Source: an optimization exercise on an open RTL-to-GDS flow (aim: small area and a short achievable clock period). Production flows keep margins and buffers that such runs may drop.
Where RTL was checked, it was by simulation tests only, not by an equivalence proof against the original.
The clock port is modelled as an ideal driver, which makes a skipped or thinned clock tree look cheaper than it is; a real chip needs a root buffer or a tree.
Power figures rest on the tool's default switching activity, not on a simulated workload.

==> module frameBuffer, before the edit <==
module frameBuffer (
	input logic clk,
	input logic wrEn,
	input logic [frameReadoutPkg::ChanWidth-1:0] wrChan,
	input logic [frameReadoutPkg::AdrWidth-1:0] wrAdr,
	input logic [frameReadoutPkg::DataWidth-1:0] wrData,
	input logic [frameReadoutPkg::NumChan-1:0] rdChan,  
	input logic [frameReadoutPkg::AdrWidth-1:0] rdAdr,
	input logic [frameReadoutPkg::SlotWidth-1:0] slotCnt,
	output logic [frameReadoutPkg::DataWidth-1:0] byteOutN  
);
	localparam int NC = frameReadoutPkg::NumChan;
	localparam int DW = frameReadoutPkg::DataWidth;
	localparam int RA = frameReadoutPkg::RingA;
	localparam int RB = frameReadoutPkg::RingB;
	logic [DW-1:0] ringA [NC][RA];
	logic [DW-1:0] ringB [NC][RB];
	logic [3:0] phase;
	logic [NC-1:0] wrSel;
	logic [NC-1:0] wrSelN;
	logic [3:0] posHi;
	logic [3:0] posHiN;
	logic [3:0] posLo;
	logic [3:0] posLoN;
	logic [RB-1:0] posB;
	logic [RB-1:0] posBN;
	logic [DW-1:0] wrByte;
	logic [DW-1:0] wrByteN;
	logic fwdHit;
	logic [DW-1:0] dataRegN;
	logic adrOk;
	logic [NC-1:0] chanDec;
	logic [3:0] adrLo;    
	logic [3:0] adrHi;    
	logic [3:0] phaseLo;  
	logic [3:0] phaseHi;  
	logic borrow;
	logic [3:0] hiSame;   
	logic [3:0] hiNext;
	logic [3:0] loNext;
	logic [RB-1:0] bNext;
	logic capPre;
	logic fwdWin;
	logic [NC-1:0] tapSelA;
	logic [NC-1:0] tapSelB;
	logic [DW-1:0] tapRawN;
	logic [DW-1:0] ring0 [NC][RA+RB];  
	logic [DW-1:0] ringD [NC][RA+RB];
	assign adrOk = ~wrAdr[4] | (wrAdr[3:1] == 3'd0);
	always_comb begin
		for (int c = 0; c < NC; c++) begin
			chanDec[c] = (wrChan == frameReadoutPkg::ChanWidth'(c));
		end
		for (int i = 0; i < 4; i++) begin
			adrLo[i] = (wrAdr[1:0] == 2'(i));
			adrHi[i] = (wrAdr[3:2] == 2'(i));
			phaseLo[i] = (phase[1:0] == 2'(i));
			phaseHi[i] = (phase[3:2] == 2'(i));
		end
	end
	always_comb begin
		borrow = 1'b0;
		for (int j = 0; j < 4; j++) begin
			for (int k = 0; k < j; k++) begin
				borrow = borrow | (adrLo[j] & phaseLo[k]);
			end
		end
		for (int i = 0; i < 4; i++) begin
			loNext[i] = 1'b0;
			hiSame[i] = 1'b0;
			for (int j = 0; j < 4; j++) begin
				loNext[i] = loNext[i] | (adrLo[j] & phaseLo[(j + i) % 4]);
				hiSame[i] = hiSame[i] | (adrHi[j] & phaseHi[(j + i) % 4]);
			end
		end
		for (int i = 0; i < 4; i++) begin
			hiNext[i] = ~wrAdr[4] & (borrow ? hiSame[(i + 1) % 4] : hiSame[i]);
		end
		for (int q = 0; q < RB; q++) begin
			bNext[q] = wrAdr[4] & ((wrAdr[0] ^ phase[0]) == 1'(q));
		end
	end
	assign capPre = slotCnt[7] & slotCnt[6] & (slotCnt[5] ^ slotCnt[4]);  
	assign fwdWin = capPre & ~(slotCnt == 8'd239);
	always_ff @(posedge clk) begin
		phase <= phase + 1'b1;
		wrSel <= chanDec & {NC{wrEn & adrOk}};
		wrSelN <= ~(chanDec & {NC{wrEn & adrOk}});
		posHi <= hiNext;
		posHiN <= ~hiNext;
		posLo <= loNext;
		posLoN <= ~loNext;
		posB <= bNext;
		posBN <= ~bNext;
		wrByte <= wrData;
		wrByteN <= ~wrData;
		fwdHit <= wrEn & fwdWin & ((chanDec & rdChan) != '0) & (wrAdr == rdAdr);
	end
	always_comb begin
		for (int c = 0; c < NC; c++) begin
			for (int p = 0; p < RA; p++) begin
				ring0[c][p] = ringA[c][p];
			end
			for (int q = 0; q < RB; q++) begin
				ring0[c][RA + q] = ringB[c][q];
			end
		end
	end
	for (genvar c = 0; c < NC; c++) begin : g_chan
		for (genvar p = 0; p < RA + RB; p++) begin : g_place
			logic hit;
			logic miss;
			logic [DW-1:0] prev;
			logic [DW-1:0] wr;
			if (p < RA) begin : g_a
				assign hit = ~(wrSelN[c] | posHiN[p / 4] | posLoN[p % 4]);
				assign miss = ~(wrSel[c] & posHi[p / 4] & posLo[p % 4]);
				assign prev = ring0[c][(p + RA - 1) % RA];
			end else begin : g_b
				assign hit = ~(wrSelN[c] | posBN[p - RA]);
				assign miss = ~(wrSel[c] & posB[p - RA]);
				assign prev = ring0[c][RA + ((p - RA) ^ 1)];
			end
			assign wr = (p % 2 == 1) ? wrByte : wrByteN;
			assign ringD[c][p] = ~((prev | {DW{hit}}) & ({DW{miss}} | wr));
		end
	end
	always_ff @(posedge clk) begin
		for (int c = 0; c < NC; c++) begin
			for (int p = 0; p < RA; p++) begin
				ringA[c][p] <= ringD[c][p];
			end
			for (int q = 0; q < RB; q++) begin
				ringB[c][q] <= ringD[c][RA + q];
			end
		end
	end
	always_ff @(posedge clk) begin
		tapSelA <= rdChan & {NC{capPre & ~rdAdr[4] & (rdAdr[3:0] == phase)}};
		tapSelB <= rdChan & {NC{capPre & rdAdr[4] & (rdAdr[0] == phase[0])}};
	end
	always_comb begin
		tapRawN = '0;
		for (int c = 0; c < NC; c++) begin
			tapRawN = tapRawN | (ringA[c][15] & {DW{tapSelA[c]}}) | (ringB[c][1] & {DW{tapSelB[c]}});
		end
	end
	always_ff @(posedge clk) begin
		if (fwdHit) begin
			dataRegN <= wrByteN;
		end else if ((tapSelA | tapSelB) != '0) begin
			dataRegN <= tapRawN;
		end
	end
	assign byteOutN = dataRegN;
endmodule
==> flow/config.mk <==
export PLATFORM = sky130hd
export DESIGN_NAME = frameReadout
export DESIGN_NICKNAME = frameReadout
export VERILOG_FILES = /design/flow/design.v
export SDC_FILE = /design/flow/constraint.sdc
export NUM_CORES = 4
export LEC_CHECK = 0
export CAP_MARGIN = 20
export CORE_MARGIN = 2
export CORE_UTILIZATION = 40
export CTS_BUF_LIST = sky130_fd_sc_hd__clkbuf_16
export CTS_CLUSTER_DIAMETER = 80
export CTS_CLUSTER_SIZE = 30
export SETUP_SLACK_MARGIN = 3.2
export SLEW_MARGIN = 20
==> flow/constraint.sdc <==
create_clock -name core_clock -period 5.0 [get_ports {clk}]
set_input_delay 1.0000 -clock core_clock [delete_from_list [all_inputs] [get_ports {clk}]]
set_output_delay 1.0000 -clock core_clock [all_outputs]
set_load 0.01 [all_outputs]
standard.sh (not shown) runs the stock make flow with config.mk's settings and CLKGATE_MAP_FILE= SYNTH_SCRIPT=/design/flow/synth_recipe.tcl, a recipe that flattens the netlist after the stock synthesis.
==> flow/flow/run.sh <==
#!/bin/bash
set -euo pipefail
here=$(pwd)
res=$here/orfs/results/sky130hd/frameReadout/base
bash standard.sh cts > standard_cts.log 2>&1
CTS_ODB=$res/4_cts.odb OUT_ODB=$res/4_cts.odb openroad -no_init -exit flow/unroot.tcl > unroot.log 2>&1
bash standard.sh finish > standard_finish.log 2>&1
==> flow/flow/unroot.tcl <==
# Drop the clock tree's root buffer and let the clock port drive its loads, when they are few.
set db_file $::env(CTS_ODB)
read_db $db_file
set block [ord::get_db_block]
set port_net [[$block findBTerm clk] getNet]
set loads {}
foreach it [$port_net getITerms] { lappend loads $it }
puts "clock port loads: [llength $loads]"
if {[llength $loads] == 1} {
  set root [[lindex $loads 0] getInst]
  set out_net ""
  foreach it [$root getITerms] {
    if {[$it isOutputSignal]} { set out_net [$it getNet] }
  }
  set subs {}
  foreach it [$out_net getITerms] { if {[$it isInputSignal]} { lappend subs $it } }
  puts "root [$root getName] ([[$root getMaster] getName]) drives [llength $subs] pins"
  if {[llength $subs] <= 4} {
    foreach it $subs { $it disconnect; $it connect $port_net }
    odb::dbInst_destroy $root
    odb::dbNet_destroy $out_net
    puts "root buffer removed"
    write_db $::env(OUT_ODB)
  }
}
Edit:
--- a/flow/design.v
+++ b/flow/design.v
@@ -198,18 +198,18 @@
 		for (genvar p = 0; p < RA + RB; p++) begin : g_place
 			logic hit;
 			logic miss;
 			logic [DW-1:0] prev;
 			logic [DW-1:0] wr;
 			if (p < RA) begin : g_a
-				assign hit = ~(wrSelN[c] | posHiN[p / 4] | posLoN[p % 4]);
-				assign miss = ~(wrSel[c] & posHi[p / 4] & posLo[p % 4]);
+				assign hit = wrSel[c] & posHi[p / 4] & posLo[p % 4];
+				assign miss = wrSelN[c] | posHiN[p / 4] | posLoN[p % 4];
 				assign prev = ring0[c][(p + RA - 1) % RA];
 			end else begin : g_b
-				assign hit = ~(wrSelN[c] | posBN[p - RA]);
-				assign miss = ~(wrSel[c] & posB[p - RA]);
+				assign hit = wrSel[c] & posB[p - RA];
+				assign miss = wrSelN[c] | posBN[p - RA];
 				assign prev = ring0[c][RA + ((p - RA) ^ 1)];
 			end
 			assign wr = (p % 2 == 1) ? wrByte : wrByteN;
 			assign ringD[c][p] = ~((prev | {DW{hit}}) & ({DW{miss}} | wr));
 		end
 	end
After rerunning: The new run produced a clean layout. Worst setup slack degrades by 0.011 ns. Core utilization went down by 1.2 points. Flip-flop and latch count does not change. Power went up by about 0.4%. Sequential power went up by about 1%. Final area went down by 0.51%. Register-to-register slack barely changes. Sequential share of layout area went up by 0.32 points. Count of clock-buffer cells in the layout went up by 2. Wire length went up by 1.8%. Non-clock buffer count went down by 11.
No functional check of the RTL was part of the second run of this note.


frameReadout, a different RTL version from the one above (not shown whole).
Size in the first run: ~2300 cells after synthesis, about 820 flip-flops, about 26 I/O pins.
==> module frameBuffer, before the edit <==
module frameBuffer (
	input logic clk,
	input logic wrEn,
	input logic [frameReadoutPkg::ChanWidth-1:0] wrChan,
	input logic [frameReadoutPkg::AdrWidth-1:0] wrAdr,
	input logic [frameReadoutPkg::DataWidth-1:0] wrData,
	input logic [frameReadoutPkg::NumChan-1:0] rdChan,  
	input logic [frameReadoutPkg::AdrWidth-1:0] rdAdr,
	input logic [frameReadoutPkg::SlotWidth-1:0] slotCnt,
	output logic [frameReadoutPkg::DataWidth-1:0] byteOutN  
);
	localparam int NC = frameReadoutPkg::NumChan;
	localparam int DW = frameReadoutPkg::DataWidth;
	localparam int RA = frameReadoutPkg::RingA;
	localparam int RB = frameReadoutPkg::RingB;
	logic [DW-1:0] ringA [NC][RA];
	logic [DW-1:0] ringB [NC][RB];
	logic [3:0] phase;
	logic [NC-1:0] wrSel;
	logic [NC-1:0] wrSelN;
	logic [3:0] posHi;
	logic [3:0] posHiN;
	logic [3:0] posLo;
	logic [3:0] posLoN;
	logic [RB-1:0] posB;
	logic [RB-1:0] posBN;
	logic [DW-1:0] wrByte;
	logic [DW-1:0] wrByteN;
	logic fwdHit;
	logic [DW-1:0] dataRegN;
	logic adrOk;
	logic [NC-1:0] chanDec;
	logic [3:0] adrLo;    
	logic [3:0] adrHi;    
	logic [3:0] phaseLo;  
	logic [3:0] phaseHi;  
	logic borrow;
	logic [3:0] hiSame;   
	logic [3:0] hiNext;
	logic [3:0] loNext;
	logic [RB-1:0] bNext;
	logic capPre;
	logic fwdWin;
	logic tapHitA;  
	logic tapHitB;
	logic [NC-1:0] tapSelA;
	logic [NC-1:0] tapSelB;
	logic [DW-1:0] tapRawN;
	logic [DW-1:0] ring0 [NC][RA+RB];  
	logic [DW-1:0] ringD [NC][RA+RB];
	assign adrOk = ~wrAdr[4] | (wrAdr[3:1] == 3'd0);
	always_comb begin
		for (int c = 0; c < NC; c++) begin
			chanDec[c] = (wrChan == frameReadoutPkg::ChanWidth'(c));
		end
		for (int i = 0; i < 4; i++) begin
			adrLo[i] = (wrAdr[1:0] == 2'(i));
			adrHi[i] = (wrAdr[3:2] == 2'(i));
			phaseLo[i] = (phase[1:0] == 2'(i));
			phaseHi[i] = (phase[3:2] == 2'(i));
		end
	end
	always_comb begin
		borrow = 1'b0;
		for (int j = 0; j < 4; j++) begin
			for (int k = 0; k < j; k++) begin
				borrow = borrow | (adrLo[j] & phaseLo[k]);
			end
		end
		for (int i = 0; i < 4; i++) begin
			loNext[i] = 1'b0;
			hiSame[i] = 1'b0;
			for (int j = 0; j < 4; j++) begin
				loNext[i] = loNext[i] | (adrLo[j] & phaseLo[(j + i) % 4]);
				hiSame[i] = hiSame[i] | (adrHi[j] & phaseHi[(j + i) % 4]);
			end
		end
		for (int i = 0; i < 4; i++) begin
			hiNext[i] = ~wrAdr[4] & (borrow ? hiSame[(i + 1) % 4] : hiSame[i]);
		end
		for (int q = 0; q < RB; q++) begin
			bNext[q] = wrAdr[4] & ((wrAdr[0] ^ phase[0]) == 1'(q));
		end
	end
	assign capPre = slotCnt[7] & slotCnt[6] & (slotCnt[5] ^ slotCnt[4]);  
	assign fwdWin = capPre & ~(slotCnt == 8'd239);
	always_ff @(posedge clk) begin
		phase <= phase + 1'b1;
		wrSel <= chanDec & {NC{wrEn & adrOk}};
		wrSelN <= ~(chanDec & {NC{wrEn & adrOk}});
		posHi <= hiNext;
		posHiN <= ~hiNext;
		posLo <= loNext;
		posLoN <= ~loNext;
		posB <= bNext;
		posBN <= ~bNext;
		wrByte <= wrData;
		wrByteN <= ~wrData;
		fwdHit <= wrEn & fwdWin & ((chanDec & rdChan) != '0) & (wrAdr == rdAdr);
	end
	always_comb begin
		for (int c = 0; c < NC; c++) begin
			for (int p = 0; p < RA; p++) begin
				ring0[c][p] = ringA[c][p];
			end
			for (int q = 0; q < RB; q++) begin
				ring0[c][RA + q] = ringB[c][q];
			end
		end
	end
	for (genvar c = 0; c < NC; c++) begin : g_chan
		for (genvar p = 0; p < RA + RB; p++) begin : g_place
			logic hit;
			logic miss;
			logic [DW-1:0] prev;
			logic [DW-1:0] wr;
			if (p < RA) begin : g_a
				assign hit = wrSel[c] & posHi[p / 4] & posLo[p % 4];
				assign miss = wrSelN[c] | posHiN[p / 4] | posLoN[p % 4];
				assign prev = ring0[c][(p + RA - 1) % RA];
			end else begin : g_b
				assign hit = wrSel[c] & posB[p - RA];
				assign miss = wrSelN[c] | posBN[p - RA];
				assign prev = ring0[c][RA + ((p - RA) ^ 1)];
			end
			assign wr = (p % 2 == 1) ? wrByte : wrByteN;
			assign ringD[c][p] = ~((prev | {DW{hit}}) & ({DW{miss}} | wr));
		end
	end
	always_ff @(posedge clk) begin
		for (int c = 0; c < NC; c++) begin
			for (int p = 0; p < RA; p++) begin
				ringA[c][p] <= ringD[c][p];
			end
			for (int q = 0; q < RB; q++) begin
				ringB[c][q] <= ringD[c][RA + q];
			end
		end
	end
	always_ff @(posedge clk) begin
		tapHitA <= capPre & ~rdAdr[4] & (rdAdr[3:0] == phase);
		tapHitB <= capPre & rdAdr[4] & (rdAdr[0] == phase[0]);
	end
	assign tapSelA = rdChan & {NC{tapHitA}};
	assign tapSelB = rdChan & {NC{tapHitB}};
	always_comb begin
		tapRawN = '0;
		for (int c = 0; c < NC; c++) begin
			tapRawN = tapRawN | (ringA[c][15] & {DW{tapSelA[c]}}) | (ringB[c][1] & {DW{tapSelB[c]}});
		end
	end
	always_ff @(posedge clk) begin
		if (fwdHit) begin
			dataRegN <= wrByteN;
		end else if (tapHitA | tapHitB) begin
			dataRegN <= tapRawN;
		end
	end
	assign byteOutN = dataRegN;
endmodule
Settings: LEC_CHECK=0, CAP_MARGIN=20, CORE_MARGIN=2, CORE_UTILIZATION=40, CTS_BUF_LIST=sky130_fd_sc_hd__clkbuf_16, CTS_CLUSTER_DIAMETER=60, CTS_CLUSTER_SIZE=30, SETUP_SLACK_MARGIN=3.3, SLEW_MARGIN=20; clock period 5.0 ns.
==> flow/flow/run.sh <==
#!/bin/bash
# Standard layout, except for the clock tree: after CTS its root buffer is dropped, so the clock
# port drives the tree's first level (4 pins), and both remaining levels become inverters.
set -euo pipefail
here=$(pwd)
res=$here/orfs/results/sky130hd/frameReadout/base
bash standard.sh cts > standard_cts.log 2>&1
CTS_ODB=$res/4_cts.odb OUT_ODB=$res/4_cts.odb openroad -no_init -exit flow/invtree.tcl > invtree.log 2>&1
bash standard.sh finish > standard_finish.log 2>&1
Other scripts of this flow, unchanged in this note and not shown: flow/flow/invtree.tcl
Edit:
--- a/flow/design.v
+++ b/flow/design.v
@@ -141,8 +141,6 @@
 	logic [RB-1:0] bNext;
 	logic capPre;
 	logic fwdWin;
-	logic tapHitA;  
-	logic tapHitB;
 	logic [NC-1:0] tapSelA;
 	logic [NC-1:0] tapSelB;
 	logic [DW-1:0] tapRawN;
@@ -238,11 +236,9 @@
 		end
 	end
 	always_ff @(posedge clk) begin
-		tapHitA <= capPre & ~rdAdr[4] & (rdAdr[3:0] == phase);
-		tapHitB <= capPre & rdAdr[4] & (rdAdr[0] == phase[0]);
+		tapSelA <= rdChan & {NC{capPre & ~rdAdr[4] & (rdAdr[3:0] == phase)}};
+		tapSelB <= rdChan & {NC{capPre & rdAdr[4] & (rdAdr[0] == phase[0])}};
 	end
-	assign tapSelA = rdChan & {NC{tapHitA}};
-	assign tapSelB = rdChan & {NC{tapHitB}};
 	always_comb begin
 		tapRawN = '0;
 		for (int c = 0; c < NC; c++) begin
@@ -252,7 +248,7 @@
 	always_ff @(posedge clk) begin
 		if (fwdHit) begin
 			dataRegN <= wrByteN;
-		end else if (tapHitA | tapHitB) begin
+		end else if ((tapSelA | tapSelB) != '0) begin
 			dataRegN <= tapRawN;
 		end
 	end
The new run went through all stages and came out clean.
Final cell count came out lower by 0.54%.
First-iteration DRC count rises by 8.8%.
Global-route usage is about the same.
Routed wire length barely changes.
Power went up by 0.83%.
Core utilization falls by 0.22 points.
Setup slack is better by 0.0082 ns.
Clock-buffer cell count falls by 1.
Maximum frequency rose by 0.45%.
Sequential share of layout area rises by 0.70 points.
The RTL of the first run of this note was laid out without a check of its function.

[port drivers added, routing unchanged]
How much do the figures lean on ideal ports? The routed layouts below were timed once more, with nothing changed but the port constraints.
Step 1 (the two cells are an assumption about what drives the block):
set clk [get_ports {clk}]
set_driving_cell -lib_cell sky130_fd_sc_hd__clkbuf_16 $clk
set_driving_cell -lib_cell sky130_fd_sc_hd__buf_2 [delete_from_list [all_inputs] $clk]
Step 2 times the ports against the registers' clock, not the clock port: input delays grow and output delays shrink by t, the midpoint of the rising clock arrivals with the driver on.
a / b / c = ideal / step 1 / step 2; a / b = the first two.
| run | shift t [ns] | slack for setup (ns) | hold WS [ns] | slew at the worst register clock pin (ns) | pins driven straight from the clock port |
|---|---|---|---|---|---|
| the first run of note 1 | 0.514 | 3.063 / 2.939 / 2.817 | 0.364 / 0.364 / 0.364 | 0.11 / 0.11 | 4 |
| the second run of note 1 | 0.518 | 3.052 / 2.923 / 2.903 | 0.362 / 0.362 / 0.362 | 0.11 / 0.11 | 4 |
| the first run of note 2 | 0.550 | 3.189 / 2.926 / 2.884 | 0.356 / 0.357 / 0.357 | 0.12 / 0.12 | 4 |
| the second run of note 2 | 0.538 | 3.198 / 2.942 / 2.917 | 0.354 / 0.355 / 0.355 | 0.11 / 0.12 | 4 |
After both steps setup and hold are still met in every run listed. For the first run of note 2, which loses most, drivers alone change the setup slack by -0.263 ns; drivers and shift together by -0.305 ns.
